Background: an optimization exercise with open tools, aiming at small area. Do not read the settings as production practice.
Function was checked by simulation only, so behaviour that the tests miss may differ from the original.
No activity file was given, so power comes from the tool's default toggle rates.

==> flow/design.v <==
package link_pkg;
    typedef logic [32-1:0] data_word_t;
    typedef struct packed {
        data_word_t           data;
        logic [5-1:0] inv;
    } link_word_t;
endpackage
package stats_pkg;
    typedef logic [11-1:0] bin_count_t;
    typedef struct packed {
        logic [5-1:0] max_bin;
        logic [22-1:0]     weighted_sum;
    } stats_report_t;
    typedef enum logic [1:0] {
        SCAN_IDLE,
        SCAN_RUN,
        SCAN_DONE
    } scan_state_e;
endpackage
module bi_link_top (
    input  logic        clk,
    input  logic        rst_n,
    input  logic        in_valid_i,
    input  logic [31:0] data_i,
    input  logic        report_req_i,
    output logic [36:0] link_o,
    output logic        link_valid_o,
    output logic [31:0] data_o,
    output logic        out_valid_o,
    output logic [26:0] report_o,
    output logic        report_valid_o
);
    localparam int NB = 18;    
    logic [31:0] raw_q;
    logic [4:0]  inv_q;
    logic [31:0] diff;
    logic [2:0]  dc [5];
    logic [4:0]  maj;
    logic [2:0]  tg [5];
    logic [4:0]  bin_d, bin_q;
    assign diff = data_i ^ raw_q;
    always_comb begin
        for (int s = 0; s < 5; s++) dc[s] = '0;
        for (int b = 0; b < 7; b++) dc[0] = dc[0] + 3'(diff[b]);
        for (int b = 7; b < 14; b++) dc[1] = dc[1] + 3'(diff[b]);
        for (int b = 14; b < 20; b++) dc[2] = dc[2] + 3'(diff[b]);
        for (int b = 20; b < 26; b++) dc[3] = dc[3] + 3'(diff[b]);
        for (int b = 26; b < 32; b++) dc[4] = dc[4] + 3'(diff[b]);
        for (int s = 0; s < 5; s++) begin
            maj[s] = dc[s][2];
            tg[s] = maj[s] ? 3'((s < 2 ? 8 : 7) - dc[s]) : dc[s];
        end
        bin_d = 5'(tg[0]) + 5'(tg[1]) + 5'(tg[2]) + 5'(tg[3]) + 5'(tg[4]);
    end
    always_ff @(posedge clk or negedge rst_n) begin
        if (!rst_n) begin
            raw_q        <= '0;
            inv_q        <= '0;
            link_valid_o <= 1'b0;
            data_o       <= '0;
            out_valid_o  <= 1'b0;
        end else begin
            if (in_valid_i) begin
                raw_q <= data_i;
                inv_q <= inv_q ^ maj;
            end
            link_valid_o <= in_valid_i;
            data_o       <= raw_q;
            out_valid_o  <= link_valid_o;
        end
    end
    always_ff @(posedge clk) begin
        bin_q <= bin_d;
    end
    assign link_o = {raw_q ^ {{6{inv_q[4]}}, {6{inv_q[3]}}, {6{inv_q[2]}},
                              {7{inv_q[1]}}, {7{inv_q[0]}}},
                     inv_q};
    logic [10:0] bins_q [NB];
    logic [NB-1:0] sat;
    logic        inc;
    always_comb begin
        for (int b = 0; b < NB; b++) sat[b] = &bins_q[b];
    end
    logic [NB-1:0] hit;
    always_comb begin
        for (int b = 0; b < NB; b++) hit[b] = (bin_q == 5'(b));
    end
    assign inc = link_valid_o && |(hit & ~sat);
    logic [11:0] carry [NB];
    always_comb begin
        for (int b = 0; b < NB; b++) begin
            carry[b][0] = link_valid_o & hit[b] & ~sat[b];
            for (int i = 0; i < 11; i++) carry[b][i+1] = carry[b][i] & bins_q[b][i];
        end
    end
    always_ff @(posedge clk or negedge rst_n) begin
        if (!rst_n) begin
            for (int b = 0; b < NB; b++) bins_q[b] <= '0;
        end else begin
            for (int b = 0; b < NB; b++) bins_q[b] <= bins_q[b] ^ carry[b][10:0];
        end
    end
    logic [4:0]  sc_q;
    logic [10:0] cnt;
    logic [10:0] run_max_q;
    logic [4:0]  max_idx_q;
    logic [18:0] wsum_q;
    logic [7:0]  skip_q;
    logic [4:0]  inc_b;
    logic        active, skip, done, first;
    logic [7:0]  skip_sum;
    logic [7:0]  w_add;
    always_comb begin
        cnt = '0;
        for (int b = 0; b < NB; b++) begin
            if (sc_q == 5'(b + 1)) cnt = bins_q[b];
        end
    end
    assign inc_b    = inc ? bin_q : 5'd0;
    assign active   = (sc_q != 5'd0);
    assign done     = (sc_q == 5'd22);
    assign first    = (sc_q == 5'd1);
    assign skip     = active && (bin_q < sc_q);
    assign skip_sum = skip_q + 8'(skip ? inc_b : 5'd0);
    assign w_add    = done ? skip_sum : 8'(skip ? 5'd0 : inc_b);
    always_ff @(posedge clk or negedge rst_n) begin
        if (!rst_n) begin
            sc_q           <= '0;
            wsum_q         <= '0;
            report_o       <= '0;
            report_valid_o <= 1'b0;
        end else begin
            wsum_q         <= wsum_q + 19'(w_add);
            report_valid_o <= done;
            if (done) begin
                report_o <= {max_idx_q, 3'b000, wsum_q};
                sc_q     <= '0;
            end else if (active || report_req_i) begin
                sc_q <= sc_q + 1'b1;
            end
        end
    end
    always_ff @(posedge clk) begin
        skip_q <= first ? 8'd0 : skip_sum;
        if (first) begin
            run_max_q <= cnt;
            max_idx_q <= '0;
        end else if (cnt > run_max_q) begin
            run_max_q <= cnt;
            max_idx_q <= sc_q - 1'b1;
        end
    end
endmodule
make LEC_CHECK=0 CAP_MARGIN=20 CORE_MARGIN=2 CORE_UTILIZATION=40 SLEW_MARGIN=20 finish   # period 10.0 ns
run.sh (not shown) runs the stock make flow with config.mk's settings and CLKGATE_MAP_FILE= SYNTH_SCRIPT=/design/flow/synth_recipe.tcl, a recipe that flattens the netlist after the stock synthesis.
Rerun with:
--- a/flow/design.v
+++ b/flow/design.v
@@ -87,16 +87,13 @@
     end
     assign inc = link_valid_o && |(hit & ~sat);
-    logic [11:0] carry [NB];
-    always_comb begin
-        for (int b = 0; b < NB; b++) begin
-            carry[b][0] = link_valid_o & hit[b] & ~sat[b];
-            for (int i = 0; i < 11; i++) carry[b][i+1] = carry[b][i] & bins_q[b][i];
-        end
-    end
     always_ff @(posedge clk or negedge rst_n) begin
         if (!rst_n) begin
             for (int b = 0; b < NB; b++) bins_q[b] <= '0;
         end else begin
-            for (int b = 0; b < NB; b++) bins_q[b] <= bins_q[b] ^ carry[b][10:0];
+            for (int b = 0; b < NB; b++) begin
+                if (link_valid_o && hit[b] && !sat[b]) begin
+                    bins_q[b] <= bins_q[b] + 1'b1;
+                end
+            end
         end
     end
The new run went through all stages and came out clean.
Sequential share of layout area falls by 2.2 points.
Wire length rises by roughly a tenth.
Area after synthesis went up by a few percent.
Final cell count increases by roughly a tenth.
Fmax drops slightly.
Non-clock buffer count rose by 2.
Total power grows by a few percent.
Sequential cell count is unchanged.
First-iteration DRC count grows by roughly a tenth.
Final area grows by a few percent.
Clock-buffer cell count rises by 4.
Utilization went up by 0.17 points.
Clock power climbs by roughly a tenth.

static timing again, ports no longer ideal:
How much do the figures lean on ideal ports? The routed layouts below were timed once more, with nothing changed but the port constraints. Step 1 (the two cells are an assumption about what drives the block):
set clk [get_ports {clk}]
set_driving_cell -lib_cell sky130_fd_sc_hd__clkbuf_16 $clk
set_driving_cell -lib_cell sky130_fd_sc_hd__buf_2 [delete_from_list [all_inputs] $clk]
Step 2 adds t to the input delays and takes it off the output delays; t is the mean of the earliest and latest rising clock arrival at the registers after step 1. Input paths then give back, and output paths get back, about the clock's delay inside the block. Three values: ideal, step 1, step 2; two values: the first two.
run	t, ns	setup slack, ns	worst setup path at the end
the first run	0.604	2.984 / 3.017 / 2.413	input to register
the second run	0.611	2.859 / 2.892 / 2.281	input to register
After both steps setup and hold are still met in every run listed. The setup slack of the second run, which loses most, moves by +0.033 ns with the drivers and by -0.578 ns with both steps.
